From an optimization exercise on the open Yosys and OpenROAD flow, aimed at small area and a short achievable clock period; shortcuts taken in it are not production practice.
Where RTL was checked, it was by simulation tests only, not by an equivalence proof against the original.
For runs 3 and 4, only the layout was checked, not whether the RTL still works.
No activity file was given, so power comes from the tool's default toggle rates.

## design.v

```verilog
`default_nettype none
package cpu_pkg;
    localparam int REG_AW    = 3;
    localparam int NUM_REGS  = 6;   
    localparam int NUM_FLAGS = 4;
endpackage
`default_nettype wire
`timescale 1ns/1ns
`default_nettype none
import cpu_pkg::*;
module mini_core
#(
    parameter int WIDTH  = 16,
    parameter int MEM_AW = 4
) (
    input  wire                  clk,
    input  wire                  arst_n,
    input  wire                  word_valid,
    input  wire  [31:0]          word,
    output logic                 busy,
    output logic                 wr_en,
    output logic [REG_AW-1:0]    wr_addr,
    output logic [WIDTH-1:0]     wr_data,
    output logic [NUM_FLAGS-1:0] flags
);
    localparam logic [3:0] K_ADD  = 4'd0;
    localparam logic [3:0] K_SUB  = 4'd1;
    localparam logic [3:0] K_AND  = 4'd2;
    localparam logic [3:0] K_OR   = 4'd3;
    localparam logic [3:0] K_XOR  = 4'd4;
    localparam logic [3:0] K_SHL  = 4'd5;
    localparam logic [3:0] K_SHR  = 4'd6;
    localparam logic [3:0] K_MOV  = 4'd7;
    localparam logic [3:0] K_MOVF = 4'd8;
    localparam logic [3:0] K_LD   = 4'd9;
    localparam logic [3:0] K_MOVH = 4'd11;
    localparam logic [3:0] K_MOVL = 4'd12;
    logic        accept;
    logic [15:5] lo_half;
    assign accept = word_valid && !busy;
    always_ff @(posedge clk or negedge arst_n) begin
        if (!arst_n)
            busy <= 1'b0;
        else
            busy <= accept && !word[31];
    end
    always_ff @(posedge clk)
        lo_half <= word[15:5];
    localparam int DW = 13;
    function automatic logic [DW-1:0] dec_half(input logic v, input logic [15:5] h);
        logic aok, bok, we, st, sf;
        aok = (h[11:9] < 3'd6);
        bok = (h[8:6] < 3'd6);
        we  = v && ((h[15:12] <= 4'd7 && aok && bok) ||
                    (h[15:12] == 4'd8 && aok) ||
                    (h[15:12] == 4'd9 && aok && bok));
        st  = v && h[15:12] == 4'd10 && aok && bok;
        sf  = v && h[15:12] <= 4'd6 && aok && bok && h[5];
        dec_half = {we, st, sf, h[15:12], h[11:9], h[8:6]};
    endfunction
    function automatic logic [DW-1:0] dec_long(input logic v, input logic [4:0] code);
        logic [2:0] ra;
        if (code >= 5'd12) begin
            ra = 3'(code - 5'd12);
            dec_long = {v && code < 5'd18, 2'b00, K_MOVL, ra, 3'd0};
        end else begin
            ra = 3'(code - 5'd6);
            dec_long = {v && code >= 5'd6, 2'b00, K_MOVH, ra, 3'd0};
        end
    endfunction
    logic [DW-1:0] dec_nxt;
    logic          slot_we, slot_st, slot_sf;
    logic [3:0]    slot_k;
    logic [2:0]    slot_ra, slot_rb;
    logic [7:0]    slot_imm;
    logic          slot_sub, slot_shr;
    always_comb begin
        if (busy)
            dec_nxt = dec_half(1'b1, lo_half);
        else if (word[31])
            dec_nxt = dec_long(accept, word[13:9]);
        else
            dec_nxt = dec_half(accept, word[31:21]);
    end
    always_ff @(posedge clk or negedge arst_n) begin
        if (!arst_n) begin
            slot_we <= 1'b0;
            slot_st <= 1'b0;
            slot_sf <= 1'b0;
        end else begin
            {slot_we, slot_st, slot_sf} <= dec_nxt[DW-1:DW-3];
        end
    end
    always_ff @(posedge clk) begin
        {slot_k, slot_ra, slot_rb} <= dec_nxt[9:0];
        slot_sub <= (dec_nxt[9:6] == K_SUB);
        slot_shr <= (dec_nxt[9:6] == K_SHR);
        slot_imm <= word[23:16];
    end
    logic [WIDTH-1:0] regs [NUM_REGS];
    logic [WIDTH-1:0] mem  [2**MEM_AW];
    logic [WIDTH-1:0] a, b, mem_rd, res;
    logic [WIDTH-1:0] rd_a, rd_b;
    logic [2:0]       nra, nrb;
    assign nra  = dec_nxt[5:3];
    assign nrb  = dec_nxt[2:0];
    assign rd_a = nra[2] ? regs[{2'b10, nra[0]}] : regs[nra];
    assign rd_b = nrb[2] ? regs[{2'b10, nrb[0]}] : regs[nrb];
    always_ff @(posedge clk) begin
        a <= (slot_we && slot_ra == nra) ? res : rd_a;
        b <= (slot_we && slot_ra == nrb) ? res : rd_b;
    end
    assign mem_rd = mem[b[MEM_AW-1:0]];
    logic [WIDTH-1:0] bx, pg_p, pg_g, gg, pp, sum, sh_in, sh_out, sh_rev;
    logic [WIDTH:0]   cy;
    logic             carry, ovf, is_arith;
    assign is_arith = (slot_k == K_ADD) || (slot_k == K_SUB);
    assign bx       = b ^ {WIDTH{slot_sub}};
    assign pg_p     = a ^ bx;
    assign pg_g     = a & bx;
    always_comb begin
        gg = pg_g;
        pp = pg_p;
        gg[0] = pg_g[0] | (pg_p[0] & slot_sub);
        for (int l = 0; l < 4; l++) begin
            for (int i = WIDTH - 1; i > 0; i--) begin
                if (i >= (1 << l)) begin
                    gg[i] = gg[i] | (pp[i] & gg[i-(1<<l)]);
                    pp[i] = pp[i] & pp[i-(1<<l)];
                end
            end
        end
    end
    assign cy    = {gg, slot_sub};
    assign sum   = pg_p ^ cy[WIDTH-1:0];
    assign carry = is_arith && (cy[WIDTH] ^ slot_sub);   
    assign ovf   = is_arith && (cy[WIDTH] ^ cy[WIDTH-1]);
    always_comb begin
        for (int i = 0; i < WIDTH; i++)
            sh_in[i] = slot_shr ? a[WIDTH-1-i] : a[i];
    end
    assign sh_out = sh_in << b[3:0];
    always_comb begin
        for (int i = 0; i < WIDTH; i++)
            sh_rev[i] = sh_out[WIDTH-1-i];
    end
    always_comb begin
        case (slot_k)
            K_ADD, K_SUB: res = sum;
            K_AND:        res = pg_g;
            K_OR:         res = pg_g | pg_p;
            K_XOR:        res = pg_p;
            K_SHL:        res = sh_out;
            K_SHR:        res = sh_rev;
            K_MOV:        res = b;
            K_MOVF:       res = WIDTH'(flags);
            K_LD:         res = mem_rd;
            K_MOVH:       res = {slot_imm, a[7:0]};
            K_MOVL:       res = {a[15:8], slot_imm};
            default:      res = b;
        endcase
    end
    always_ff @(posedge clk or negedge arst_n) begin
        if (!arst_n) begin
            for (int i = 0; i < NUM_REGS; i++)
                regs[i] <= '0;
        end else if (slot_we) begin
            regs[slot_ra] <= res;
        end
    end
    always_ff @(posedge clk) begin
        if (slot_st)
            mem[b[MEM_AW-1:0]] <= a;
    end
    logic pend_sf, pend_c, pend_v;
    always_ff @(posedge clk or negedge arst_n) begin
        if (!arst_n) begin
            wr_en   <= 1'b0;
            pend_sf <= 1'b0;
            flags   <= '0;
        end else begin
            wr_en   <= slot_we;
            pend_sf <= slot_sf;
            if (pend_sf)
                flags <= {wr_data == '0, pend_v, wr_data[WIDTH-1], pend_c};
        end
    end
    always_ff @(posedge clk) begin
        wr_addr <= slot_ra;
        wr_data <= res;
        pend_c  <= carry;
        pend_v  <= ovf;
    end
endmodule
`default_nettype wire
```

## run.sh

```bash
#!/bin/bash
# synth_recipe.tcl (not shown) runs the flow's synth.tcl, then flattens the netlist and writes it again
# the make line also repeats each setting of config.mk as NAME=value (left out here)
make -C /OpenROAD-flow-scripts/flow DESIGN_CONFIG=/design/flow/config.mk WORK_HOME=/design/flow/orfs CLKGATE_MAP_FILE= SYNTH_SCRIPT=/design/flow/synth_recipe.tcl finish
```

## config.mk

```make
export PLATFORM = sky130hd
export DESIGN_NAME = mini_core
export DESIGN_NICKNAME = mini_core
export VERILOG_FILES = /design/flow/design.v
export SDC_FILE = /design/flow/constraint.sdc
export NUM_CORES = 4
export LEC_CHECK = 0
export ABC_AREA = 1
export CAP_MARGIN = 20
export CORE_MARGIN = 2
export CORE_UTILIZATION = 45
export PLACE_DENSITY = 0.6
export SETUP_SLACK_MARGIN = 5.0
export SLEW_MARGIN = 20
export TNS_END_PERCENT = 10
```

## constraint.sdc

```tcl
create_clock -name core_clock -period 7.5 [get_ports {clk}]
set_input_delay 1.5000 -clock core_clock [delete_from_list [all_inputs] [get_ports {clk}]]
set_output_delay 1.5000 -clock core_clock [all_outputs]
set_load 0.01 [all_outputs]
```

==> results by group, run 1 <==
Routing
  • Remaining DRCs: 0
  • DRT met1 WL: 31440 µm
  • WL met3: slightly above 7000 µm
  • Antenna-violating nets left: 0
  • Via density: ~5.8
  • Initial drt markers: around 2400
  • Vias: roughly 20000
  • Drt pass-1 iters: 6
  • Top Metal Used: met4
  • WL met2: about 37000 µm
  • WL per Instance: about 23 µm
  • DRT Wirelength: between 80000 and 90000 µm

Logic synthesis
  • Largest area contributor in the netlist: edfxtp_1
  • Largest cells by area after synthesis: edfxtp_1 (35%), nand2_1 (19%), dfrtp_1 (12%)
  • Mapped Area: around 22000 µm²
  • Synth top area share: 0.3455
  • Synthesized flop and latch total: roughly 440
  • Post-synthesis instance total: approximately 2700
  • Sequential cell area fraction in the yosys report: 0.5376
  • Mean post-synth cell area: 8.271 µm²
  • Number of synthesized flops with an enable pin: 256
  • Asr flop ratio synth: 0.2393
  • Synth warn: 2
  • Synth Flop Type: edfxtp_1
  • Netlist cell types: 50
  • Post-Syn Nets: 2760

Setup path
  • Top delay family on crit path: flip-flops
  • Reg-to-reg slack, setup: about 4.9 ns
  • Arrival time at the worst endpoint: 1.15 ns
  • Crit-path slowest cell: dfrtp_2
  • Startpoint Class: flop
  • Crit-path max FO: 2
  • Total number of cells along the worst setup path: 1
  • CP bufs+invs: 1
  • Element type at the critical path end: output pin
  • Req. time, crit path: about 6.0 ns
  • CP Class: flop to output pin
  • CP peak stage delay: about 0.42 ns
  • Worst R2R Path Depth: 12
  • Worst path cell trace: clkbuf_2

Clock network
  • Clock latency at the later pin of the worst-skew pair: between 0.6 and 0.7 ns
  • Root Buffer: clkbuf_16
  • Clock transition at path regs: roughly 0.060 ns
  • CTS H-tree lvls: 2
  • Max clock buf depth: 3
  • Total CTS buffers: 47
  • Total clock sinks: between 400 and 500
  • CTS tree: built

Timing
  • F_max: around 380 MHz
  • Worst slew margin: 0.3312
  • RSZ-0062 raised after global routing: yes
  • Period minus WS final: between 2 and 3 ns
  • Final hold vios: 0
  • Setup TNS: 0 ns
  • Final setup fails: 0
  • Final Cycle Share: 0.3530
  • Worst-margin pin slew: approximately 1.0 ns
  • Pins Over Slew Limit: 0
  • Setup Skew: ~0.047 ns
  • Setup ws final: 4.852 ns

Final layout
  • Commonest non-fill, non-tap cells in the layout: nand2_1 (1103), nand3_1 (273), edfxtp_1 (256)
  • Nets: approximately 2900
  • Area growth from synthesis to final layout: 23.25%
  • Non-Filler Instances: 3524
  • Most common cell after layout, fill and taps aside: nand2_1
  • Inserted Diodes: 0
  • Layout cells sized above 1: 0.1636
  • Fin util: 0.5614
  • Fillers: approximately 4400

Power and ir drop
  • Pwr dens: between 300 and 400 nW/µm²
  • Total Power: ~9.6 mW
  • Leakage: roughly 12 nW
  • Peak supply drop: approximately 0.21 mV

Global routing
  • First-pass GRT wire length: roughly 110000 µm
  • Vias in the first global route: roughly 19000
  • Initial antenna violation count: 0
  • Gr usage total: 0.2905
  • Largest net degree at the start of global routing: 69
  • Total gr overflow: 0

Floorplanning
  • Die Wd: 226.4 µm
  • Row Count: slightly above 80
  • IO Count: 60
  • Die ar.: 51240 µm²
  • Die Height: roughly 230 µm
  • Starting density of the core: 0.4555
  • Core area: approximately 49000 µm²

Placement
  • DP HPWL: 44680 µm
  • Setup WS pre-CTS: between 2 and 3 ns
  • Final GP Congestion: 0.9669
  • IO Port Bufs: between 50 and 60
  • DP Cell Count: approximately 3300

Run status
  • Status: timing/DRC/antenna clean

Flow run
  • Max cap viols: 0

Hold path
  • Hold-critical path depth: 0
  • Hold crit path type: flop to flop
[timing repair]
action                     in CTS  in global routing
hold buffers                    0                  0
setup endpoints to repair     377                244
cloned                          9                 16
pin swaps                      26                 30
resized for setup             185                225
buffers inserted               41                 45
[power by group]
group | internal, mW | total, mW | switching (mW) | leakage, nW
registers | 3.12 | 3.59 | 0.469 | 4.40
clock network | 1.32 | 2.32 | 0.996 | 0.745
logic | 1.25 | 3.66 | 2.40 | 6.85
[final cells by class]
type / count / area (µm²) / area share
Tap cell: 664 / 830.8 / 0.03030
Inverter: 161 / 681.9 / 0.02487
Timing Repair inverter: 2 / 16.27 / 0.0005931
Clock buffer: 73 / 1399 / 0.05101
Clock inverter: 13 / 115.1 / 0.004198
Timing Repair Buffer: 194 / 2090 / 0.07620
Sequential cell: 443 / 12010 / 0.4380
Multi-Input combinational cell: 1974 / 10280 / 0.3749
[stage by stage]
stage / cell area (µm²) / hold slack [ns]
after floorplan: 22310 / 0.3312
after detailed placement: 23450 / 0.3484
after global routing: 27420 / 0.3710
final: 27420 / 0.3660
after CTS: 26000 / 0.3695
after global placement: 23440 / 0.3414
[path summary, 6_finish.rpt]
kind,to,startpoint
worst max-delay path,busy,busy
worst min-delay path,pend_sf,slot_sf
worst max register to register,wr_data[4],b[1]
worst min register to register,pend_sf,slot_sf
max in group asynchronous,regs[1][3],arst_n
min in group asynchronous,regs[1][5],arst_n
[registers in the layout (all words and copies together) (netlist names)]
| signal | flops |
|---|---|
| slot_ra | 3 |
| slot_k | 4 |
| slot_we | 1 |
| slot_imm | 8 |
| pend_v | 1 |
| wr_en | 1 |
| a | 16 |
| flags | 4 |
| slot_shr | 1 |
| pend_c | 1 |
| slot_st | 1 |
| lo_half | 11 |
| regs | 96 |
| pend_sf | 1 |
| wr_addr | 3 |
| mem | 256 |
| busy | 1 |
| slot_sf | 1 |
| b | 16 |
| wr_data | 16 |
| slot_sub | 1 |
[worst register-to-register path, stage by stage (launching register included)]
cell and delay, ns:
dfxtp_4 0.39, buf_16 0.20, inv_16 0.22, nor2_4 0.10, buf_6 0.20, nand2_1 0.11
nand2_1 0.05, o21ai_0 0.18, nand2_1 0.17, o21ai_2 0.43, nand4_4 0.26, nand2_1 0.18
inv_1 0.06
[cells by family after synthesis]
group,share of synthesized area
AND/OR/NAND/NOR,0.3150
multiplexers,0.008097
XOR/XNOR,0.006692
AO/OA/AOI/OAI,0.05927
buffers and inverters,0.05337
adder cells (fa/ha/maj),0.02002
flip-flops,0.5376
[per-layer routing]
layer,up-vias,GRT usage
met5,-,0
met4,0,0.1354
met3,253,0.04769
met2,1139,0.4750
met1,9732,0.3783
li1,9204,-
[cell usage after synthesis (2+ instances only)]
library cell,number
nand2_1,1129
nand3_1,293
edfxtp_1,256
inv_1,150
nor2_1,131
dfrtp_1,106
o21ai_0,98
dfxtp_1,81
a21oi_1,60
clkbuf_1,57
buf_2,39
nand4_1,35
ha_1,34
o211ai_1,34
mux2i_1,18
or2_2,18
xnor2_1,16
buf_1,14
nor3_1,10
and2_1,9
buf_4,8
o2111ai_1,8
nand3_2,7
nand4_2,7
inv_2,6
nand3b_1,6
nor4_1,6
buf_6,5
nand2_2,5
a21boi_0,4
a22oi_1,4
nor3_2,4
o22ai_1,4
clkinv_1,3
o21ai_1,3
a31o_2,2
inv_4,2
nor2_2,2
nor2_4,2
o211ai_2,2
o21bai_1,2
o31ai_1,2
==> run 2: changes to the inputs <==
--- a/config.mk
+++ b/config.mk
@@ -7,3 +7,3 @@
 export LEC_CHECK = 0
-export ABC_AREA = 1
+export ABC_CLOCK_PERIOD_IN_PS = 2500
 export CAP_MARGIN = 20
@@ -12,4 +12,3 @@
 export PLACE_DENSITY = 0.6
-export SETUP_SLACK_MARGIN = 5.0
+export SETUP_SLACK_MARGIN = 4.5
 export SLEW_MARGIN = 20
-export TNS_END_PERCENT = 10
==> results by group, run 2 <==
Run status
  • Status: timing/DRC/antenna clean

Global routing
  • Gr usage total: 0.2661 (-0.02439)
  • Vias in the first global route: 15050 (-19%)
  • Total gr overflow: 0 (unchanged)
  • First-pass GRT wire length: 94680 µm (-15%)
  • Initial antenna violation count: 0 (unchanged)
  • Largest net degree at the start of global routing: 79 (+14%)

Setup path
  • CP Class: flop to flop
  • Req. time, crit path: 7.95 ns (+1.95 ns)
  • Arrival time at the worst endpoint: 3.59 ns (+2.44 ns)
  • Reg-to-reg slack, setup: 4.36 ns (-0.49 ns)
  • Worst r2r src: slot_shr
  • R2r endpoint: regs[1][14]
  • Worst setup path end: regs[1][14]
  • Worst R2R Path Depth: 9 (-3)
  • Crit-path max FO: 9 (+7)
  • Crit. Startpoint: slot_shr
  • Element type at the critical path end: flop
  • Startpoint Class: flop

Clock network
  • Total CTS buffers: 47 (unchanged)
  • Clock latency at the later pin of the worst-skew pair: 0.60 ns (about the same)
  • Max clock buf depth: 3 (unchanged)
  • Total clock sinks: 443 (unchanged)
  • Root Buffer: clkbuf_16
  • CTS H-tree lvls: 2 (unchanged)
  • CTS tree: built
  • Clock transition at path regs: 0.06 ns (about the same)

Power and ir drop
  • Leakage: 9.732 nW (-19%)
  • Total Power: 10.24 mW (+7.1%)
  • Peak supply drop: 0.2227 mV (+7.3%)
  • Pwr dens: 391.9 nW/µm² (+12%)

Final layout
  • Inserted Diodes: 0 (unchanged)
  • Non-Filler Instances: 2473 (-30%)
  • Area growth from synthesis to final layout: 25.26%
  • Nets: 1904 (-34%)
  • Most common cell after layout, fill and taps aside: edfxtp_1
  • Post-Layout Inst Area: 26120 µm² (-4.7%)
  • Layout cells sized above 1: 0.2702 (+0.1065)
  • Commonest non-fill, non-tap cells in the layout: edfxtp_1 (256), nand2_1 (244), dfrtp_1 (105)
  • Max FFs per register: 256 (unchanged)

Timing
  • Final hold vios: 0 (unchanged)
  • Worst-margin pin slew: 1.106 ns (+0.1063 ns)
  • Worst slew margin: 0.2600 (-0.07114)
  • RSZ-0062 raised after global routing: yes
  • Final Cycle Share: 0.4182 (+0.06520)
  • Period minus WS final: 3.137 ns (+0.4890 ns)
  • Final setup fails: 0 (unchanged)
  • F_max: 318.8 MHz (-16%)
  • Setup ws final: 4.363 ns (-0.4890 ns)
  • Setup Skew: 0.02518 ns (-0.02139 ns)
  • Setup TNS: 0 ns (unchanged)
  • Pins Over Slew Limit: 0 (unchanged)

Routing
  • WL per Instance: 26.27 µm (+15%)
  • Antenna-violating nets left: 0 (unchanged)
  • Drt pass-1 iters: 6 (unchanged)
  • DRT Wirelength: 64970 µm (-19%)
  • Vias: 15340 (-25%)
  • Initial drt markers: 1447 (-39%)
  • Remaining DRCs: 0 (unchanged)
  • Via density: 6.201 (+7.5%)

Flow run
  • Max cap viols: 0 (unchanged)

Logic synthesis
  • Post-Syn Nets: 1750 (-37%)
  • Most frequent cells after synthesis: edfxtp_1 (256), nand2_1 (245), o21ai_0 (135), dfrtp_1 (106), mux4_2 (103)
  • Number of synthesized flops with an enable pin: 256 (unchanged)
  • Synth Flop Type: edfxtp_1
  • Post-synthesis instance total: 1680 (-38%)
  • Synth warn: 2 (unchanged)
  • Largest area contributor in the netlist: edfxtp_1
  • Synthesized flop and latch total: 443 (unchanged)
  • Sequential cell area fraction in the yosys report: 0.5736 (+0.03596)
  • Mean post-synth cell area: 12.41 µm² (+50%)
  • Mapped Area: 20860 µm² (-6.3%)
  • Synth top area share: 0.3686 (+0.02311)
  • Largest cells by area after synthesis: edfxtp_1 (37%), dfrtp_1 (13%), mux4_2 (11%)
  • Asr flop ratio synth: 0.2393 (unchanged)
  • Netlist cell types: 74 (+48%)
  • Top-count cell post-synth: edfxtp_1

Floorplanning
  • Die ar.: 48080 µm² (-6.2%)
  • Core area: 45580 µm² (-6.7%)
  • Die Height: 219.3 µm (-3.1%)
  • Starting density of the core: 0.4576 (+0.002101)
  • Row Count: 78 (-3.7%)
  • Die Wd: 219.3 µm (-3.1%)
  • IO Count: 60 (unchanged)

Hold path
  • Hold crit path type: flop to flop

Placement
  • DP Cell Count: 2287 (-31%)
  • Final GP Congestion: 0.9276 (-4.1%)
  • DP HPWL: 36980 µm (-17%)
  • Placement Cell Area: 22360 µm² (-4.6%)
  • IO Port Bufs: 54 (unchanged)
  • Setup WS pre-CTS: 2.592 ns (-0.2485 ns)
==> run 2: power breakdown <==
group / internal [mW] / total, mW / switching [mW] / leakage (nW)
Sequential: 3.15 / 3.63 / 0.487 / 4.39
Combinational: 1.93 / 4.22 / 2.29 / 4.57
Clock: 1.38 / 2.39 / 1.00 / 0.769
==> run 2: metrics by stage <==
stage	utilization	hold slack [ns]
2_1_floorplan	-	0.3312
3_3_place_gp	0.4907	0.3347
3_5_place_dp	0.4907	0.3364
4_1_cts	0.5480	0.3503
5_1_grt	0.5732	0.3666
6_report	0.5732	0.3472
==> run 2: cell families after synthesis <==
logic type                 share of synthesized area
DFF                                           0.5736
and+or+nand+nor                              0.09377
AOI/OAI and AO/OA                             0.1195
muxes                                         0.1467
buffers and inverters                        0.03288
adders and majority gates                    0.02136
xor gates and xnor gates                     0.01218
==> run 2: critical path, stage by stage, from the launching register on <==
cell and delay [ns]:
dfxtp_4 0.40, buf_12 0.12, mux4_2 0.50, mux2_2 0.27, mux2_2 0.31, a221o_1 0.37, a2111o_1 0.47, o32ai_4 0.27
buf_12 0.17, o21ai_1 0.08
==> run 2: layout make-up <==
cell class / instances / area (µm²)
Clock buffer: 61 / 1311
Clock inverter: 27 / 269.0
Fill cell: 3684 / 19450
Inverter: 67 / 251.5
Multi-Input combinational cell: 1068 / 9194
Sequential cell: 443 / 12010
Tap cell: 600 / 750.7
Timing Repair Buffer: 207 / 2332
==> run 2: what timing repair did <==
item                       in CTS  in global routing
resized for setup             140                127
setup endpoints to repair     175                139
cloned                          7                 10
pin swaps                      22                 42
buffers inserted               37                 44
hold buffers                    0                  0
==> run 2: worst min path at each step <==
stage                  from  endpoint  slack, ns  cells after the start
detailed placement  slot_sf   pend_sf       0.34                      0
CTS                 slot_sf   pend_sf       0.35                      0
floorplan           slot_sf   pend_sf       0.33                      0
global placement    slot_sf   pend_sf       0.33                      0
finish              slot_sf   pend_sf       0.35                      0
global route        slot_sf   pend_sf       0.37                      0
==> run 2: layer usage <==
layer,up-vias,share of wire,GRT usage,wire length (µm)
met4,0,0.043,0.1079,2794
met5,-,0,0,0
met2,771,0.48,0.4333,30930
li1,6691,-,-,-
met3,172,0.077,0.03964,4991
met1,7701,0.40,0.3584,26250
==> run 3: changes to the inputs <==
--- a/design.v
+++ b/design.v
@@ -62,9 +62,9 @@
         logic [2:0] ra;
-        if (code >= 5'd12) begin
-            ra = 3'(code - 5'd12);
+        ra[2] = code[4] | (code[3] & ~code[2] & code[1]);
+        ra[1] = code[3] & ~(code[2] ^ code[1]);
+        ra[0] = code[0];
+        if (code >= 5'd12)
             dec_long = {v && code < 5'd18, 2'b00, K_MOVL, ra, 3'd0};
-        end else begin
-            ra = 3'(code - 5'd6);
+        else
             dec_long = {v && code >= 5'd6, 2'b00, K_MOVH, ra, 3'd0};
-        end
     endfunction
@@ -99,4 +99,5 @@
     end
-    logic [WIDTH-1:0] regs [NUM_REGS];
-    logic [WIDTH-1:0] mem  [2**MEM_AW];
+    logic [WIDTH-1:0] regs  [NUM_REGS];
+    logic [WIDTH-1:0] regs_d[NUM_REGS];
+    logic [WIDTH-1:0] mem   [2**MEM_AW];
     logic [WIDTH-1:0] a, b, mem_rd, res;
@@ -104,6 +105,16 @@
     logic [2:0]       nra, nrb;
+    always_comb begin
+        for (int i = 0; i < NUM_REGS; i++)
+            regs_d[i] = (wr_en && wr_addr == 3'(i)) ? wr_data : regs[i];
+    end
     assign nra  = dec_nxt[5:3];
     assign nrb  = dec_nxt[2:0];
-    assign rd_a = nra[2] ? regs[{2'b10, nra[0]}] : regs[nra];
-    assign rd_b = nrb[2] ? regs[{2'b10, nrb[0]}] : regs[nrb];
+    always_comb begin
+        rd_a = '0;
+        rd_b = '0;
+        for (int i = 0; i < NUM_REGS; i++) begin
+            rd_a = rd_a | (regs_d[i] & {WIDTH{nra == 3'(i)}});
+            rd_b = rd_b | (regs_d[i] & {WIDTH{nrb == 3'(i)}});
+        end
+    end
     always_ff @(posedge clk) begin
@@ -112,3 +123,7 @@
     end
-    assign mem_rd = mem[b[MEM_AW-1:0]];
+    always_comb begin
+        mem_rd = '0;
+        for (int i = 0; i < 2**MEM_AW; i++)
+            mem_rd = mem_rd | (mem[i] & {WIDTH{b[MEM_AW-1:0] == MEM_AW'(i)}});
+    end
     logic [WIDTH-1:0] bx, pg_p, pg_g, gg, pp, sum, sh_in, sh_out, sh_rev;
@@ -166,4 +181,5 @@
                 regs[i] <= '0;
-        end else if (slot_we) begin
-            regs[slot_ra] <= res;
+        end else begin
+            for (int i = 0; i < NUM_REGS; i++)
+                regs[i] <= regs_d[i];
         end
--- a/config.mk
+++ b/config.mk
@@ -7,3 +7,3 @@
 export LEC_CHECK = 0
-export ABC_CLOCK_PERIOD_IN_PS = 2500
+export ABC_AREA = 1
 export CAP_MARGIN = 20
@@ -12,3 +12,4 @@
 export PLACE_DENSITY = 0.6
-export SETUP_SLACK_MARGIN = 4.5
+export SETUP_SLACK_MARGIN = 5.0
 export SLEW_MARGIN = 20
+export TNS_END_PERCENT = 10
==> results by group, run 3 <==
Run status
  • Status: timing/DRC/antenna clean

Timing
  • Worst-margin pin slew: 0.9951 ns (-0.1108 ns)
  • RSZ-0062 raised after global routing: yes
  • Pins Over Slew Limit: 0 (unchanged)
  • Final setup fails: 0 (unchanged)
  • Setup Skew: 0.02436 ns (-0.0008249 ns)
  • Final Cycle Share: 0.3593 (-0.05897)
  • Worst slew margin: 0.3341 (+0.07412)
  • Setup TNS: 0 ns (unchanged)
  • Final hold vios: 0 (unchanged)
  • F_max: 371.1 MHz (+16%)
  • Period minus WS final: 2.695 ns (-0.4423 ns)

Routing
  • WL per Instance: 22.57 µm (-14%)
  • DRT Wirelength: 74960 µm (+15%)
  • Drt pass-1 iters: 7 (+1)
  • Antenna-violating nets left: 0 (unchanged)
  • Initial drt markers: 2033 (+40%)
  • Remaining DRCs: 0 (unchanged)
  • Via density: 5.643 (-9.0%)
  • Vias: 18740 (+22%)

Logic synthesis
  • Sequential cell area fraction in the yosys report: 0.5628 (-0.01080)
  • Mapped Area: 21260 µm² (+1.9%)
  • Mean post-synth cell area: 8.492 µm² (-32%)
  • Number of synthesized flops with an enable pin: 256 (unchanged)
  • Asr flop ratio synth: 0.2393 (unchanged)
  • Synthesized flop and latch total: 443 (unchanged)
  • Synth Area in XOR/XNOR: 0.008241 (-0.003938)
  • Mux contribution to synthesized area: 0.001060 (-0.1457)
  • Synth Area in Adders: 0.02096 (-0.0004023)
  • Netlist cell types: 50 (-32%)
  • Post-synthesis instance total: 2503 (+49%)
  • Synth top area share: 0.3617 (-0.006943)
  • Compound-cell area share of the yosys netlist: 0.06463 (-0.05488)
  • Synth warn: 3 (+1)
  • Synth Area in Simple Gates: 0.2809 (+0.1871)
  • Largest area contributor in the netlist: edfxtp_1
  • Largest family of logic cells by synthesized area: simple AND/OR/NAND/NOR gates
  • Largest cells by area after synthesis: edfxtp_1 (36%), nand2_1 (15%), dfrtp_1 (12%)
  • Top-count cell post-synth: nand2_1
  • Post-Syn Nets: 2573 (+47%)
  • Synth Flop Type: edfxtp_1
  • Most frequent cells after synthesis: nand2_1 (833), edfxtp_1 (256), inv_1 (237), nand3_1 (234), nor2_1 (228)

Power and ir drop
  • Total Power: 9.933 mW (-3.0%)
  • Peak supply drop: 0.2557 mV (+15%)
  • Leakage: 11.54 nW (+19%)
  • Pwr dens: 379.7 nW/µm² (-3.1%)

Clock network
  • CTS H-tree lvls: 2 (unchanged)
  • Total clock sinks: 443 (unchanged)
  • Total CTS buffers: 48 (+2.1%)
  • CTS tree: built
  • Clock transition at path regs: 0.06 ns (about the same)
  • Hold Buf Count CTS: 0 (unchanged)
  • Root Buffer: clkbuf_16
  • Clock latency at the later pin of the worst-skew pair: 0.61 ns (about the same)
  • Max clock buf depth: 3 (unchanged)

Setup path
  • Reg-to-reg slack, setup: 4.93 ns (+0.57 ns)
  • Arrival time at the worst endpoint: 3.24 ns (-0.35 ns)
  • R2r endpoint: mem[1][13]
  • Worst r2r src: b[2]
  • CP Class: primary input to flop
  • Worst setup path end: a[4]
  • Startpoint Class: primary input
  • Crit-path max FO: 8 (-1)
  • Req. time, crit path: 8.04 ns (+0.09 ns)
  • Most used cell along the critical path: buf_12
  • Crit. Startpoint: word[11]
  • Worst path cell trace: buf_12 -> inv_12 -> ha_4 -> o31ai_4 -> buf_4 -> or2_0 -> o211ai_1 -> nor2_4 -> buf_12 -> buf_12 -> buf_16 -> nand3_2 -> nand2_1
  • CP peak stage delay: 0.30 ns (-0.20 ns)
  • Crit-path slowest cell: o31ai_4
  • Worst R2R Path Depth: 6 (-3)
  • Element type at the critical path end: flop

Final layout
  • Commonest non-fill, non-tap cells in the layout: nand2_1 (811), edfxtp_1 (256), inv_1 (228)
  • Fillers: 4138 (+12%)
  • Area growth from synthesis to final layout: 23.09%
  • Most common cell after layout, fill and taps aside: nand2_1
  • Storage element area: 12070 µm² (+0.48%)
  • Max FFs per register: 256 (unchanged)
  • Non-Filler Instances: 3321 (+34%)
  • Area of the multi-input gates: 8815 µm² (-4.1%)
  • Layout cells sized above 1: 0.1739 (-0.09624)
  • Nets: 2749 (+44%)
  • Inserted Diodes: 0 (unchanged)

Placement
  • Final GP Congestion: 0.9342 (+0.71%)
  • DP HPWL: 46100 µm (+25%)
  • DP Cell Count: 3134 (+37%)
  • IO Port Bufs: 54 (unchanged)

Floorplanning
  • Starting density of the core: 0.4566 (-0.001029)
  • Die Height: 221.3 µm (+0.94%)
  • Row Count: 79 (+1.3%)
  • Die Wd: 221.3 µm (+0.94%)
  • IO Count: 60 (unchanged)
  • Core area: 46560 µm² (+2.1%)
  • Die ar.: 48990 µm² (+1.9%)

Hold path
  • Hold crit path type: flop to flop

Flow run
  • Max cap viols: 0 (unchanged)

Global routing
  • Gr usage total: 0.2989 (+0.03281)
  • First-pass GRT wire length: 110200 µm (+16%)
  • Vias in the first global route: 18030 (+20%)
  • Largest net degree at the start of global routing: 68 (-14%)
  • Initial antenna violation count: 2 (+2)
  • Total gr overflow: 0 (unchanged)
## run 3: cell count changes after synthesis, moves of 25 or more
cell | previous run | this run
buf_2 | 11 | 36
clkbuf_1 | 77 | 34
inv_1 | 64 | 237
mux2i_1 | 65 | 0
mux4_2 | 103 | 0
nand2_1 | 245 | 833
nand3_1 | 23 | 234
nand4_1 | 12 | 44
nor2_1 | 60 | 228
## run 3: worst min path at each step
stage | from | to | slack (ns) | cells after the start
global placement | slot_sf | pend_sf | 0.34 | 0
finish | slot_sf | pend_sf | 0.35 | 0
global route | slot_ra[1] | wr_addr[1] | 0.36 | 0
floorplan | slot_ra[1] | wr_addr[1] | 0.33 | 0
CTS | slot_ra[1] | wr_addr[1] | 0.35 | 0
detailed placement | slot_sf | pend_sf | 0.34 | 0
## run 3: critical path, delay by kind of cell
family	cells	cell delay, ns
compound gates	2	0.44
simple gates	4	0.40
buf+inv	6	0.70
fa+ha+maj	1	0.19
## run 3: metrics by stage
step | worst slack, ns | utilization | cell area [µm²] | hold slack (ns)
floorplan | 4.598 | - | 21300 | 0.3308
global placement | 2.778 | 0.4875 | 22700 | 0.3364
detailed placement | 2.737 | 0.4875 | 22700 | 0.3403
CTS | 4.810 | 0.5486 | 25540 | 0.3500
global route | 4.732 | 0.5620 | 26160 | 0.3641
finish | 4.805 | 0.5620 | 26160 | 0.3510
## run 3: final cells by class
class	instances	share of cell area
clock inverters	24	0.01114
multi-input cells	1734	0.3369
well taps	607	0.02903
repair inverters	2	0.0003348
clock buffers	61	0.05174
repair buffers	202	0.07078
inverters	248	0.03869
flip-flops and latches	443	0.4614
## run 3: power breakdown
part	switching (mW)	internal [mW]
clock network	1.02	1.46
logic	2.61	1.23
registers	0.408	3.20
total	4.04	5.89
## run 3: layer usage
| metal | global-route usage | wire length (µm) | vias to the layer above |
|---|---|---|---|
| met2 | 0.4959 | 35720 | 935 |
| met5 | 0 | 13 | - |
| met4 | 0.1438 | 3973 | 2 |
| met1 | 0.3838 | 29460 | 8975 |
| li1 | - | - | 8594 |
| met3 | 0.04568 | 5791 | 233 |
## run 3: cell families (layout without fill, tap and decap cells)
kind of cell	after synthesis	in the layout
AOI/OAI and AO/OA	245	245
adders and majority gates	35	35
and+or+nand+nor	1430	1432
muxes	2	2
buffers and inverters	328	537
xor gates and xnor gates	20	20
DFF	443	443
## run 3: timing repair
action,4_1_cts,5_1_grt
buffers inserted,65,30
setup endpoints to repair,161,85
cloned,4,3
pin swaps,64,33
gates resized for setup,318,96
==> run 4: changes to the inputs <==
--- a/design.v
+++ b/design.v
@@ -99,20 +99,36 @@
     end
-    logic [WIDTH-1:0] regs  [NUM_REGS];
-    logic [WIDTH-1:0] regs_d[NUM_REGS];
-    logic [WIDTH-1:0] mem   [2**MEM_AW];
-    logic [WIDTH-1:0] a, b, mem_rd, res;
-    logic [WIDTH-1:0] rd_a, rd_b;
-    logic [2:0]       nra, nrb;
+    logic [WIDTH-1:0]    regs [NUM_REGS];
+    logic [NUM_REGS-1:0] vld;
+    logic [WIDTH-1:0]    mem  [2**MEM_AW];
+    logic [WIDTH-1:0]    a, b, mem_rd, res;
+    logic [WIDTH-1:0]    rd_a, rd_b;
+    logic [2:0]          nra, nrb;
+    logic [NUM_REGS-1:0] pend, sel_a, sel_b;
     always_comb begin
         for (int i = 0; i < NUM_REGS; i++)
-            regs_d[i] = (wr_en && wr_addr == 3'(i)) ? wr_data : regs[i];
-    end
-    assign nra  = dec_nxt[5:3];
-    assign nrb  = dec_nxt[2:0];
-    always_comb begin
-        rd_a = '0;
-        rd_b = '0;
+            pend[i] = wr_en && wr_addr == 3'(i);
+    end
+    always_ff @(posedge clk or negedge arst_n) begin
+        if (!arst_n)
+            vld <= '0;
+        else
+            vld <= vld | pend;
+    end
+    always_ff @(posedge clk) begin
+        for (int i = 0; i < NUM_REGS; i++)
+            if (pend[i])
+                regs[i] <= wr_data;
+    end
+    assign nra = dec_nxt[5:3];
+    assign nrb = dec_nxt[2:0];
+    always_comb begin
         for (int i = 0; i < NUM_REGS; i++) begin
-            rd_a = rd_a | (regs_d[i] & {WIDTH{nra == 3'(i)}});
-            rd_b = rd_b | (regs_d[i] & {WIDTH{nrb == 3'(i)}});
+            sel_a[i] = (nra == 3'(i)) && vld[i] && !pend[i];
+            sel_b[i] = (nrb == 3'(i)) && vld[i] && !pend[i];
+        end
+        rd_a = wr_data & {WIDTH{wr_en && wr_addr == nra}};
+        rd_b = wr_data & {WIDTH{wr_en && wr_addr == nrb}};
+        for (int i = 0; i < NUM_REGS; i++) begin
+            rd_a = rd_a | (regs[i] & {WIDTH{sel_a[i]}});
+            rd_b = rd_b | (regs[i] & {WIDTH{sel_b[i]}});
         end
@@ -177,11 +193,2 @@
     end
-    always_ff @(posedge clk or negedge arst_n) begin
-        if (!arst_n) begin
-            for (int i = 0; i < NUM_REGS; i++)
-                regs[i] <= '0;
-        end else begin
-            for (int i = 0; i < NUM_REGS; i++)
-                regs[i] <= regs_d[i];
-        end
-    end
     always_ff @(posedge clk) begin
--- a/config.mk
+++ b/config.mk
@@ -7,3 +7,3 @@
 export LEC_CHECK = 0
-export ABC_AREA = 1
+export ABC_CLOCK_PERIOD_IN_PS = 2000
 export CAP_MARGIN = 20
==> results by group, run 4 <==
Setup path
  • Req. time, crit path: 8.02 ns (-0.02 ns)
  • Startpoint Class: primary input
  • Element type at the critical path end: flop
  • CP Class: primary input to flop
  • Crit-path max FO: 5 (-3)
  • Arrival time at the worst endpoint: 3.56 ns (+0.32 ns)

Logic synthesis
  • Largest area contributor in the netlist: edfxtp_1
  • Top-count cell post-synth: edfxtp_1
  • Post-synthesis instance total: 1663 (-34%)
  • Number of synthesized flops with an enable pin: 352 (+38%)
  • Most frequent cells after synthesis: edfxtp_1 (352), a22oi_1 (118), nand2_1 (97), dfxtp_1 (81), nor2_1 (74)
  • Mapped Area: 21150 µm² (-0.51%)
  • Synth Flop Type: edfxtp_1
  • Netlist cell types: 90 (+80%)
  • Synth warn: 2 (-1)
  • Synth top area share: 0.4999 (+0.1382)
  • Synthesized flop and latch total: 449 (+1.4%)
  • Sequential cell area fraction in the yosys report: 0.5955 (+0.03272)
  • Largest cells by area after synthesis: edfxtp_1 (50%), dfxtp_1 (7.7%), a22oi_1 (4.2%)
  • Mean post-synth cell area: 12.72 µm² (+50%)
  • Post-Syn Nets: 1733 (-33%)
  • Asr flop ratio synth: 0.03563 (-0.2036)

Global routing
  • Initial antenna violation count: 3 (+1)
  • Vias in the first global route: 16280 (-9.7%)
  • Gr usage total: 0.3120 (+0.01313)
  • Largest net degree at the start of global routing: 37 (-46%)
  • First-pass GRT wire length: 110000 µm (-0.19%)
  • Total gr overflow: 0 (unchanged)

Routing
  • Via density: 6.683 (+18%)
  • Remaining DRCs: 0 (unchanged)
  • WL per Instance: 30.70 µm (+36%)
  • Drt pass-1 iters: 6 (-1)
  • DRT Wirelength: 75950 µm (+1.3%)
  • Antenna-violating nets left: 0 (unchanged)
  • Initial drt markers: 2070 (+1.8%)
  • Vias: 16530 (-12%)

Final layout
  • Commonest non-fill, non-tap cells in the layout: edfxtp_1 (352), buf_4 (112), a22oi_1 (109)
  • Layout cells sized above 1: 0.2957 (+0.1217)
  • Area of the multi-input gates: 9030 µm² (+2.4%)
  • Inserted Diodes: 0 (unchanged)
  • Area growth from synthesis to final layout: 25.79%
  • Post-Layout Inst Area: 26600 µm² (+1.7%)
  • Fillers: 3744 (-9.5%)
  • Max FFs per register: 256 (unchanged)
  • Most common cell after layout, fill and taps aside: edfxtp_1
  • Nets: 1899 (-31%)
  • Storage element area: 12710 µm² (+5.3%)

Timing
  • Worst slew margin: 0.1861 (-0.1481)
  • Hold WS: 0.3526 ns (+0.001579 ns)
  • Pins Over Slew Limit: 0 (unchanged)
  • Final setup fails: 0 (unchanged)
  • Setup TNS: 0 ns (unchanged)
  • RSZ-0062 raised after global routing: yes
  • Final Cycle Share: 0.4044 (+0.04510)
  • Final hold vios: 0 (unchanged)
  • Setup Skew: 0.03440 ns (+0.01004 ns)
  • Period minus WS final: 3.033 ns (+0.3383 ns)
  • F_max: 329.7 MHz (-11%)
  • Worst-margin pin slew: 1.218 ns (+0.2226 ns)

Floorplanning
  • Die Height: 220.8 µm (-0.25%)
  • Die ar.: 48740 µm² (-0.51%)
  • IO Count: 60 (unchanged)
  • Row Count: 79 (unchanged)
  • Die Wd: 220.8 µm (-0.25%)
  • Starting density of the core: 0.4552 (-0.001372)
  • Core area: 46460 µm² (-0.21%)

Hold path
  • Hold crit path type: flop to flop

Power and ir drop
  • Leakage: 9.293 nW (-19%)
  • Total Power: 8.421 mW (-15%)
  • Pwr dens: 316.6 nW/µm² (-17%)
  • Peak supply drop: 0.1999 mV (-22%)

Flow run
  • Max cap viols: 0 (unchanged)

Clock network
  • Clock latency at the later pin of the worst-skew pair: 0.60 ns (about the same)
  • Total clock sinks: 449 (+1.4%)
  • Total CTS buffers: 46 (-4.2%)
  • CTS tree: built
  • CTS H-tree lvls: 2 (unchanged)
  • Max clock buf depth: 3 (unchanged)
  • Root Buffer: clkbuf_16
  • Clock transition at path regs: 0.06 ns (about the same)

Placement
  • Placement Cell Area: 22520 µm² (-0.78%)
  • Final GP Congestion: 0.9123 (-2.3%)
  • DP HPWL: 44060 µm (-4.4%)
  • IO Port Bufs: 54 (unchanged)

Run status
  • Status: timing/DRC/antenna clean
[run 4: cell types whose count changed after synthesis, sizes merged, moves of 21 or more]
cell    previous run  this run
nand3            234        38
mux2               2        52
nor2             237        74
a22o               1        22
dfrtp            106        16
a22oi              5       118
inv              248        62
nand4             44        13
o21ai            137        57
a32oi              0        25
nand2            838        97
edfxtp           256       352
a221oi             1        24
mux2i              0        28
[run 4: repair_timing]
item	in CTS	in global routing
gates cloned	11	2
setup endpoints to repair	304	149
pin swaps	46	32
hold buffers	0	0
resized for setup	330	52
setup buffers	90	10
[run 4: path summary, 6_finish.rpt]
kind | slack (ns) | cells past startpoint | end | from
min in group asynchronous | 1.41 | 1 | vld[3] | arst_n
min | 0.35 | 0 | pend_sf | slot_sf
max in group asynchronous | 5.43 | 1 | busy | arst_n
min reg2reg | 0.35 | 0 | pend_sf | slot_sf
max | 4.47 | 14 | a[8] | word[10]
max reg2reg | 4.53 | 9 | b[14] | b[2]
[run 4: report_power, final]
group | switching [mW] | internal, mW | total (mW)
clock | 1.01 | 1.29 | 2.31
sequential | 0.305 | 3.00 | 3.31
combinational | 1.66 | 1.15 | 2.81
total | 2.98 | 5.45 | 8.42
[run 4: cells by family after synthesis]
group           after synthesis  share of synthesized area
fa+ha+maj                    35                    0.02106
simple gates                383                    0.09970
compound gates              489                     0.1703
mux                          99                    0.06331
buf+inv                     174                    0.03609
flops                       449                     0.5955
xor+xnor                     34                    0.01408
[run 4: final cells by class]
type	count	area share
clock buffers	57	0.04676
well taps	607	0.02855
clock inverters	29	0.01035
repair buffers	225	0.08763
inverters	62	0.009549
multi-input cells	1045	0.3395
flip-flops and latches	449	0.4777
[run 4: critical path: stages]
cell	delay, ns
buf_8	0.09
inv_8	0.03
ha_4	0.24
and3b_2	0.21
o31ai_4	0.31
inv_4	0.12
nor4_4	0.29
buf_4	0.19
buf_6	0.14
buf_6	0.10
a22oi_2	0.05
nand3_2	0.08
a21oi_2	0.04
o22ai_1	0.16
[run 4: through the flow]
stage | util | worst slack, ns | std cells
floorplan | - | 4.111 | 1663
finish | 0.5726 | 4.467 | 2474
global placement | 0.4845 | 2.643 | 2274
global route | 0.5726 | 4.419 | 2474
detailed placement | 0.4847 | 2.773 | 2275
CTS | 0.5647 | 4.491 | 2462
[run 4: metal layers]
layer	wire (µm)	GRT usage	share of wire	vias up
met2	35370	0.5020	0.47	1081
met4	4360	0.1553	0.057	4
met5	26	0	0.00034	-
met3	7940	0.06900	0.10	259
li1	-	-	-	6939
met1	28260	0.3987	0.37	8251
==> run 5: changes to the inputs <==
--- a/design.v
+++ b/design.v
@@ -99,41 +99,44 @@
     end
-    logic [WIDTH-1:0]    regs [NUM_REGS];
-    logic [NUM_REGS-1:0] vld;
-    logic [WIDTH-1:0]    mem  [2**MEM_AW];
-    logic [WIDTH-1:0]    a, b, mem_rd, res;
-    logic [WIDTH-1:0]    rd_a, rd_b;
-    logic [2:0]          nra, nrb;
-    logic [NUM_REGS-1:0] pend, sel_a, sel_b;
+    logic [WIDTH-1:0] regs  [NUM_REGS];
+    logic [WIDTH-1:0] regs_d[NUM_REGS];
+    logic [WIDTH-1:0] mem   [2**MEM_AW];
+    logic [WIDTH-1:0] a, b, mem_rd, res;
+    logic [WIDTH-1:0] rd_a, rd_b;
     always_comb begin
         for (int i = 0; i < NUM_REGS; i++)
-            pend[i] = wr_en && wr_addr == 3'(i);
-    end
-    always_ff @(posedge clk or negedge arst_n) begin
-        if (!arst_n)
-            vld <= '0;
-        else
-            vld <= vld | pend;
-    end
-    always_ff @(posedge clk) begin
+            regs_d[i] = (wr_en && wr_addr == 3'(i)) ? wr_data : regs[i];
+    end
+    logic [NUM_REGS-1:0] sel_a, sel_b, cur_w;
+    logic                hit_a, hit_b;
+    function automatic logic [NUM_REGS-1:0] onehot(input logic [2:0] r);
         for (int i = 0; i < NUM_REGS; i++)
-            if (pend[i])
-                regs[i] <= wr_data;
-    end
-    assign nra = dec_nxt[5:3];
-    assign nrb = dec_nxt[2:0];
-    always_comb begin
+            onehot[i] = (r == 3'(i));
+    endfunction
+    function automatic logic [NUM_REGS-1:0] onehot_long(input logic [4:0] code);
+        for (int i = 0; i < NUM_REGS; i++)
+            onehot_long[i] = (code == 5'(6 + i)) || (code == 5'(12 + i));
+    endfunction
+    always_comb begin
+        if (busy)
+            sel_a = onehot(lo_half[11:9]);
+        else if (word[31])
+            sel_a = onehot_long(word[13:9]);
+        else
+            sel_a = onehot(word[27:25]);
+        sel_b = busy ? onehot(lo_half[8:6]) : onehot(word[24:22]);
+        cur_w = slot_we ? onehot(slot_ra) : '0;
+        hit_a = |(sel_a & cur_w);
+        hit_b = |(sel_b & cur_w);
+    end
+    always_comb begin
+        rd_a = '0;
+        rd_b = '0;
         for (int i = 0; i < NUM_REGS; i++) begin
-            sel_a[i] = (nra == 3'(i)) && vld[i] && !pend[i];
-            sel_b[i] = (nrb == 3'(i)) && vld[i] && !pend[i];
-        end
-        rd_a = wr_data & {WIDTH{wr_en && wr_addr == nra}};
-        rd_b = wr_data & {WIDTH{wr_en && wr_addr == nrb}};
-        for (int i = 0; i < NUM_REGS; i++) begin
-            rd_a = rd_a | (regs[i] & {WIDTH{sel_a[i]}});
-            rd_b = rd_b | (regs[i] & {WIDTH{sel_b[i]}});
-        end
-    end
-    always_ff @(posedge clk) begin
-        a <= (slot_we && slot_ra == nra) ? res : rd_a;
-        b <= (slot_we && slot_ra == nrb) ? res : rd_b;
+            rd_a = rd_a | (regs_d[i] & {WIDTH{sel_a[i]}});
+            rd_b = rd_b | (regs_d[i] & {WIDTH{sel_b[i]}});
+        end
+    end
+    always_ff @(posedge clk) begin
+        a <= hit_a ? res : rd_a;
+        b <= hit_b ? res : rd_b;
     end
@@ -193,2 +196,11 @@
     end
+    always_ff @(posedge clk or negedge arst_n) begin
+        if (!arst_n) begin
+            for (int i = 0; i < NUM_REGS; i++)
+                regs[i] <= '0;
+        end else begin
+            for (int i = 0; i < NUM_REGS; i++)
+                regs[i] <= regs_d[i];
+        end
+    end
     always_ff @(posedge clk) begin
--- a/config.mk
+++ b/config.mk
@@ -7,3 +7,3 @@
 export LEC_CHECK = 0
-export ABC_CLOCK_PERIOD_IN_PS = 2000
+export ABC_AREA = 1
 export CAP_MARGIN = 20
@@ -11,2 +11,4 @@
 export CORE_UTILIZATION = 45
+export CTS_CLUSTER_DIAMETER = 80
+export CTS_CLUSTER_SIZE = 20
 export PLACE_DENSITY = 0.6
==> results by group, run 5 <==
Run status
  • Status: timing/DRC/antenna clean

Logic synthesis
  • Synth warn: 3 (+1)
  • Synth Flop Type: edfxtp_1
  • Mean post-synth cell area: 8.502 µm² (-33%)
  • Netlist cell types: 54 (-40%)
  • Post-synthesis instance total: 2519 (+51%)
  • Asr flop ratio synth: 0.2393 (+0.2036)
  • Top-count cell post-synth: nand2_1
  • Synth top area share: 0.3590 (-0.1409)
  • Most frequent cells after synthesis: nand2_1 (823), edfxtp_1 (256), nand3_1 (244), inv_1 (235), nor2_1 (217)
  • Mapped Area: 21420 µm² (+1.3%)
  • Post-Syn Nets: 2589 (+49%)
  • Largest cells by area after synthesis: edfxtp_1 (36%), nand2_1 (14%), dfrtp_1 (12%)
  • Largest area contributor in the netlist: edfxtp_1
  • Number of synthesized flops with an enable pin: 256 (-27%)
  • Synthesized flop and latch total: 443 (-1.3%)
  • Sequential cell area fraction in the yosys report: 0.5585 (-0.03693)

Clock network
  • Total CTS buffers: 28 (-39%)
  • Max clock buf depth: 3 (unchanged)
  • Total clock sinks: 443 (-1.3%)
  • Hold Buf Count CTS: 0 (unchanged)
  • CTS tree: built
  • Root Buffer: clkbuf_16
  • Clock transition at path regs: 0.09 ns (+0.03 ns)
  • CTS H-tree lvls: 1 (-1)
  • Clock latency at the later pin of the worst-skew pair: 0.62 ns (+0.02 ns)

Final layout
  • Fillers: 4272 (+14%)
  • Area of the multi-input gates: 9191 µm² (+1.8%)
  • Most common cell after layout, fill and taps aside: nand2_1
  • Commonest non-fill, non-tap cells in the layout: nand2_1 (797), edfxtp_1 (256), nand3_1 (227)
  • Max FFs per register: 256 (unchanged)
  • Fin util: 0.5482 (-0.02437)
  • Storage element area: 12040 µm² (-5.3%)
  • Inserted Diodes: 0 (unchanged)
  • Area growth from synthesis to final layout: 19.68%
  • Layout cells sized above 1: 0.1629 (-0.1328)
  • Nets: 2719 (+43%)

Power and ir drop
  • Leakage: 10.88 nW (+17%)
  • Peak supply drop: 0.2270 mV (+14%)
  • Pwr dens: 356.0 nW/µm² (+12%)

Global routing
  • Initial antenna violation count: 1 (-2)
  • Largest net degree at the start of global routing: 63 (+70%)
  • Vias in the first global route: 17790 (+9.3%)
  • Total gr overflow: 0 (unchanged)
  • First-pass GRT wire length: 110100 µm (about the same)
  • Gr usage total: 0.2994 (-0.01265)

Floorplanning
  • Die Wd: 222.2 µm (+0.62%)
  • IO Count: 60 (unchanged)
  • Starting density of the core: 0.4581 (+0.002867)
  • Die ar.: 49350 µm² (+1.2%)
  • Die Height: 222.2 µm (+0.62%)
  • Core area: 46750 µm² (+0.64%)
  • Row Count: 79 (unchanged)

Setup path
  • CP Class: flop to output pin
  • Crit-path slowest cell: dfrtp_1
  • Req. time, crit path: 6.00 ns (-2.02 ns)
  • Top delay family on crit path: flip-flops
  • Worst path cell trace: buf_2
  • CP bufs+invs: 1 (-5)
  • Element type at the critical path end: output pin
  • Crit-path max FO: 2 (-3)
  • Arrival time at the worst endpoint: 1.20 ns (-2.36 ns)
  • Startpoint Class: flop
  • CP peak stage delay: 0.43 ns (+0.12 ns)

Timing
  • Worst-margin pin slew: 1.002 ns (-0.2155 ns)
  • Final Cycle Share: 0.3606 (-0.04382)
  • Period minus WS final: 2.704 ns (-0.3286 ns)
  • Final hold vios: 0 (unchanged)
  • Final setup fails: 0 (unchanged)
  • Pins Over Slew Limit: 0 (unchanged)
  • Worst slew margin: 0.3302 (+0.1441)
  • RSZ-0062 raised after global routing: yes
  • Setup TNS: 0 ns (unchanged)
  • F_max: 369.8 MHz (+12%)
  • Setup Skew: 0.02568 ns (-0.008717 ns)

Routing
  • WL per Instance: 22.90 µm (-25%)
  • Remaining DRCs: 0 (unchanged)
  • Drt pass-1 iters: 7 (+1)
  • Initial drt markers: 1830 (-12%)
  • Vias: 18470 (+12%)
  • DRT Wirelength: 75060 µm (-1.2%)
  • Via density: 5.635 (-16%)
  • Antenna-violating nets left: 0 (unchanged)

Placement
  • DP HPWL: 48920 µm (+11%)
  • Final GP Congestion: 0.9091 (-0.35%)
  • IO Port Bufs: 54 (unchanged)

Hold path
  • Hold crit path type: flop to flop

Flow run
  • Max cap viols: 0 (unchanged)
-- run 5: changes by cell type after synthesis, moves of 87 or more --
cell      delta
dfrtp_1     +90
a22oi_1    -115
nand2_1    +726
o21ai_0     +87
edfxtp_1    -96
nand3_1    +206
nor2_1     +143
inv_1      +173
-- run 5: logic make-up (layout without fill, tap and decap cells) --
| family | count (synthesis) | after routing | share of synthesized area |
|---|---|---|---|
| buffers and inverters | 329 | 478 | 0.06111 |
| XOR/XNOR | 19 | 19 | 0.007771 |
| AO/OA/AOI/OAI | 264 | 264 | 0.07017 |
| flip-flops | 443 | 443 | 0.5585 |
| AND/OR/NAND/NOR | 1429 | 1432 | 0.2816 |
| adder cells (fa/ha/maj) | 35 | 35 | 0.02080 |
-- run 5: worst paths after layout --
path,from,end,slack (ns),cells after the start
min,slot_sf,pend_sf,0.35,0
min in group asynchronous,arst_n,regs[4][3],0.92,1
max reg2reg,b[2],wr_data[1],4.91,11
min reg2reg,slot_sf,pend_sf,0.35,0
max,flags[1],flags[1],4.80,1
max in group asynchronous,arst_n,regs[3][8],5.28,2
-- run 5: through the flow --
step	hold slack (ns)	total power [mW]	instance area [µm²]	setup WS, ns	std cells
2_1_floorplan	0.3312	5.432	21480	4.711	2519
3_3_place_gp	0.3347	6.822	22840	2.851	3151
3_5_place_dp	0.3371	6.874	22840	2.809	3151
4_1_cts	0.3558	8.798	24970	4.790	3265
5_1_grt	0.3686	9.594	25630	4.785	3278
6_report	0.3523	9.125	25630	4.796	3278
-- run 5: power breakdown --
| part | total [mW] | internal, mW | switching [mW] |
|---|---|---|---|
| clock network | 1.62 | 0.759 | 0.859 |
| logic | 4.02 | 1.26 | 2.76 |
| registers | 3.49 | 3.19 | 0.302 |
-- run 5: layout make-up --
class / count / share of cell area
clock buffer: 44 / 0.03134
clock inverter: 8 / 0.003661
inverter: 248 / 0.03837
multi-input combinational: 1750 / 0.3586
sequential: 443 / 0.4696
tap: 607 / 0.02963
timing repair buffer: 177 / 0.06839
timing repair inverter: 1 / 0.0003417
-- run 5: repair_timing --
action / in CTS / in global routing
pin swaps: 28 / 37
cloned: 4 / 2
endpoints found under the setup margin: 175 / 75
gates resized for setup: 337 / 130
buffers inserted: 58 / 11
-- run 5: routing by layer --
layer  part of all wire  vias to the layer above  routed length, µm  track usage
li1                   -                     8616                  -            -
met1               0.40                     8839              29990       0.3881
met2               0.46                      816              34610       0.4892
met3              0.075                      202               5619      0.03856
met4              0.065                        0               4842       0.1633
met5                  0                        -                  0            0
==> run 6: changes to the inputs <==
--- a/config.mk
+++ b/config.mk
@@ -11,4 +11,2 @@
 export CORE_UTILIZATION = 45
-export CTS_CLUSTER_DIAMETER = 80
-export CTS_CLUSTER_SIZE = 20
 export PLACE_DENSITY = 0.6
==> results by group, run 6 <==
Routing
  • Remaining DRCs: 0 (unchanged)
  • DRT Wirelength: 75820 µm (+1.0%)
  • Drt pass-1 iters: 8 (+1)
  • Antenna-violating nets left: 0 (unchanged)
  • Vias: 18800 (+1.8%)
  • Initial drt markers: 1943 (+6.2%)
  • WL per Instance: 22.84 µm (-0.26%)
  • Via density: 5.662 (+0.48%)

Final layout
  • Nets: 2744 (+0.92%)
  • Most common cell after layout, fill and taps aside: nand2_1
  • Area of the multi-input gates: 8986 µm² (-2.2%)
  • Storage element area: 12040 µm² (unchanged)
  • Area growth from synthesis to final layout: 21.54%
  • Max FFs per register: 256 (unchanged)
  • Commonest non-fill, non-tap cells in the layout: nand2_1 (798), edfxtp_1 (256), nand3_1 (230)
  • Layout cells sized above 1: 0.1662 (+0.003376)
  • Fillers: 4242 (-0.70%)
  • Inserted Diodes: 0 (unchanged)

Logic synthesis
  • Mean post-synth cell area: 8.502 µm² (unchanged)
  • Synthesized flop and latch total: 443 (unchanged)
  • Largest area contributor in the netlist: edfxtp_1
  • Netlist cell types: 54 (unchanged)
  • Largest cells by area after synthesis: edfxtp_1 (36%), nand2_1 (14%), dfrtp_1 (12%)
  • Mapped Area: 21420 µm² (unchanged)
  • Number of synthesized flops with an enable pin: 256 (unchanged)
  • Synth Flop Type: edfxtp_1
  • Post-synthesis instance total: 2519 (unchanged)
  • Synth top area share: 0.3590 (unchanged)
  • Sequential cell area fraction in the yosys report: 0.5585 (unchanged)
  • Post-Syn Nets: 2589 (unchanged)
  • Asr flop ratio synth: 0.2393 (unchanged)
  • Most frequent cells after synthesis: nand2_1 (823), edfxtp_1 (256), nand3_1 (244), inv_1 (235), nor2_1 (217)
  • Synth warn: 3 (unchanged)
  • Top-count cell post-synth: nand2_1

Global routing
  • Gr usage total: 0.3028 (+0.003438)
  • Largest net degree at the start of global routing: 63 (unchanged)
  • First-pass GRT wire length: 111000 µm (+0.81%)
  • Vias in the first global route: 18130 (+1.9%)
  • Initial antenna violation count: 1 (unchanged)
  • Total gr overflow: 0 (unchanged)

Setup path
  • Worst r2r src: b[3]
  • R2r endpoint: wr_data[1]
  • Crit. Startpoint: flags[3]
  • Reg-to-reg slack, setup: 4.85 ns (-0.06 ns)
  • Total number of cells along the worst setup path: 1 (unchanged)
  • Worst R2R Path Depth: 10 (-1)
  • Worst path cell trace: buf_2
  • Req. time, crit path: 6.00 ns (about the same)
  • Element type at the critical path end: output pin
  • CP Class: flop to output pin
  • CP peak stage delay: 0.42 ns (about the same)
  • Crit-path max FO: 2 (unchanged)
  • Startpoint Class: flop
  • Arrival time at the worst endpoint: 1.16 ns (-0.04 ns)
  • Top delay family on crit path: flip-flops
  • Crit-path slowest cell: dfrtp_1
  • CP bufs+invs: 1 (unchanged)
  • Worst setup path end: flags[3]

Floorplanning
  • IO Count: 60 (unchanged)
  • Die Height: 222.2 µm (unchanged)
  • Core area: 46750 µm² (unchanged)
  • Row Count: 79 (unchanged)
  • Starting density of the core: 0.4581 (unchanged)
  • Die Wd: 222.2 µm (unchanged)
  • Die ar.: 49350 µm² (unchanged)

Power and ir drop
  • Total Power: 9.730 mW (+6.6%)
  • Peak supply drop: 0.2156 mV (-5.0%)
  • Pwr dens: 373.8 nW/µm² (+5.0%)
  • Leakage: 11.16 nW (+2.6%)

Timing
  • Pins Over Slew Limit: 0 (unchanged)
  • Final setup fails: 0 (unchanged)
  • Period minus WS final: 2.660 ns (-0.04414 ns)
  • Worst-margin pin slew: 1.095 ns (+0.09290 ns)
  • Final Cycle Share: 0.3547 (-0.005885)
  • Worst slew margin: 0.2672 (-0.06301)
  • Setup Skew: 0.04002 ns (+0.01434 ns)
  • RSZ-0062 raised after global routing: yes
  • F_max: 375.9 MHz (+1.7%)
  • Setup TNS: 0 ns (unchanged)
  • Final hold vios: 0 (unchanged)

Flow run
  • Max cap viols: 0 (unchanged)

Clock network
  • CTS tree: built
  • Clock transition at path regs: 0.06 ns (-0.03 ns)
  • Total CTS buffers: 48 (+71%)
  • Root Buffer: clkbuf_16
  • Clock latency at the later pin of the worst-skew pair: 0.61 ns (about the same)
  • CTS H-tree lvls: 2 (+1)
  • Max clock buf depth: 3 (unchanged)
  • Total clock sinks: 443 (unchanged)

Placement
  • Final GP Congestion: 0.9091 (unchanged)
  • DP HPWL: 48920 µm (unchanged)
  • IO Port Bufs: 54 (unchanged)

Run status
  • Status: timing/DRC/antenna clean

Hold path
  • Hold crit path type: flop to flop
==> run 6: cell counts after synthesis <==
Identical to the previous run, type by type.
==> run 6: cell type report <==
cell class / count / area share
clock buffers: 64 / 0.05038
repair inverters: 2 / 0.0006730
flip-flops and latches: 443 / 0.4625
well taps: 607 / 0.02918
multi-input cells: 1750 / 0.3453
repair buffers: 181 / 0.06519
clock inverters: 25 / 0.008941
inverters: 248 / 0.03793
==> run 6: cell families (layout without fill, tap and decap cells) <==
kind of cell | after synthesis | in the layout | share of synthesized area
buf+inv | 329 | 520 | 0.06111
xor+xnor | 19 | 19 | 0.007771
flops | 443 | 443 | 0.5585
fa+ha+maj | 35 | 35 | 0.02080
simple gates | 1429 | 1432 | 0.2816
compound gates | 264 | 264 | 0.07017
==> run 6: stage by stage <==
stage                     setup slack [ns]  hold WS (ns)  utilization  instance area, µm²  std cells
after global routing                 4.790        0.3629       0.5567               26030       3320
after detailed placement             2.809        0.3371       0.4885               22840       3151
after floorplan                      4.711        0.3312            -               21480       2519
after global placement               2.851        0.3347       0.4885               22840       3151
final                                4.840        0.3477       0.5567               26030       3320
after CTS                            4.813        0.3500       0.5487               25650       3307
==> run 6: how the worst min path moves through the flow <==
stage / startpoint / end / cells past startpoint
2_1_floorplan: slot_sf / pend_sf / 0
3_3_place_gp: slot_sf / pend_sf / 0
3_5_place_dp: slot_sf / pend_sf / 0
4_1_cts: slot_sf / pend_sf / 0
5_1_grt: slot_sf / pend_sf / 0
6_report: slot_sf / pend_sf / 0
==> run 6: where the power goes <==
group / total (mW) / internal (mW) / switching (mW)
combinational: 3.90 / 1.18 / 2.72
sequential: 3.48 / 3.19 / 0.291
clock: 2.35 / 1.34 / 1.01
total: 9.73 / 5.71 / 4.02
==> run 6: what timing repair did <==
action	in CTS	in global routing
pin swaps	32	19
hold buffers	0	0
gates resized for setup	350	79
endpoints found under the hold margin	0	0
buffers inserted	64	9
gates cloned	3	3
endpoints found under the setup margin	167	86
==> run 6: metal layers <==
metal  global-route usage  share of wire  wire length, µm  vias up
met4               0.1541          0.056             4242        0
met2               0.4940           0.47            35390      886
met5                    0              0                0        -
li1                     -              -                -     8680
met3              0.05009          0.077             5839      195
met1               0.3904           0.40            30350     9038

what the ideal ports hide:
How much do the figures lean on ideal ports? The routed layouts below were timed once more, with nothing changed but the port constraints. Step 1 assumes that a clkbuf_16 drives the clock port and a buf_2 every other input. Step 2, shift: input delay + t, output delay - t, t = (earliest + latest rising clock arrival at the registers) / 2. This alone moves slack from input paths to output paths. Three values: ideal, step 1, step 2; two values: the first two.
| run | shift t [ns] | slack for setup (ns) | worst hold slack (ns) |
|---|---|---|---|
| run 1 | 0.649 | 4.852 / 4.791 / 4.235 | 0.366 / 0.366 / 0.366 |
| run 2 | 0.645 | 4.363 / 4.363 / 3.842 | 0.347 / 0.347 / 0.347 |
| run 3 | 0.652 | 4.805 / 4.782 / 4.152 | 0.351 / 0.351 / 0.351 |
| run 4 | 0.643 | 4.467 / 4.470 / 3.827 | 0.353 / 0.353 / 0.353 |
| run 5 | 0.665 | 4.796 / 4.736 / 4.389 | 0.352 / 0.352 / 0.352 |
| run 6 | 0.653 | 4.840 / 4.780 / 4.374 | 0.348 / 0.348 / 0.348 |
After both steps setup and hold are still met in every run listed. For run 3, which loses most, drivers alone change the setup slack by -0.023 ns; drivers and shift together by -0.653 ns.
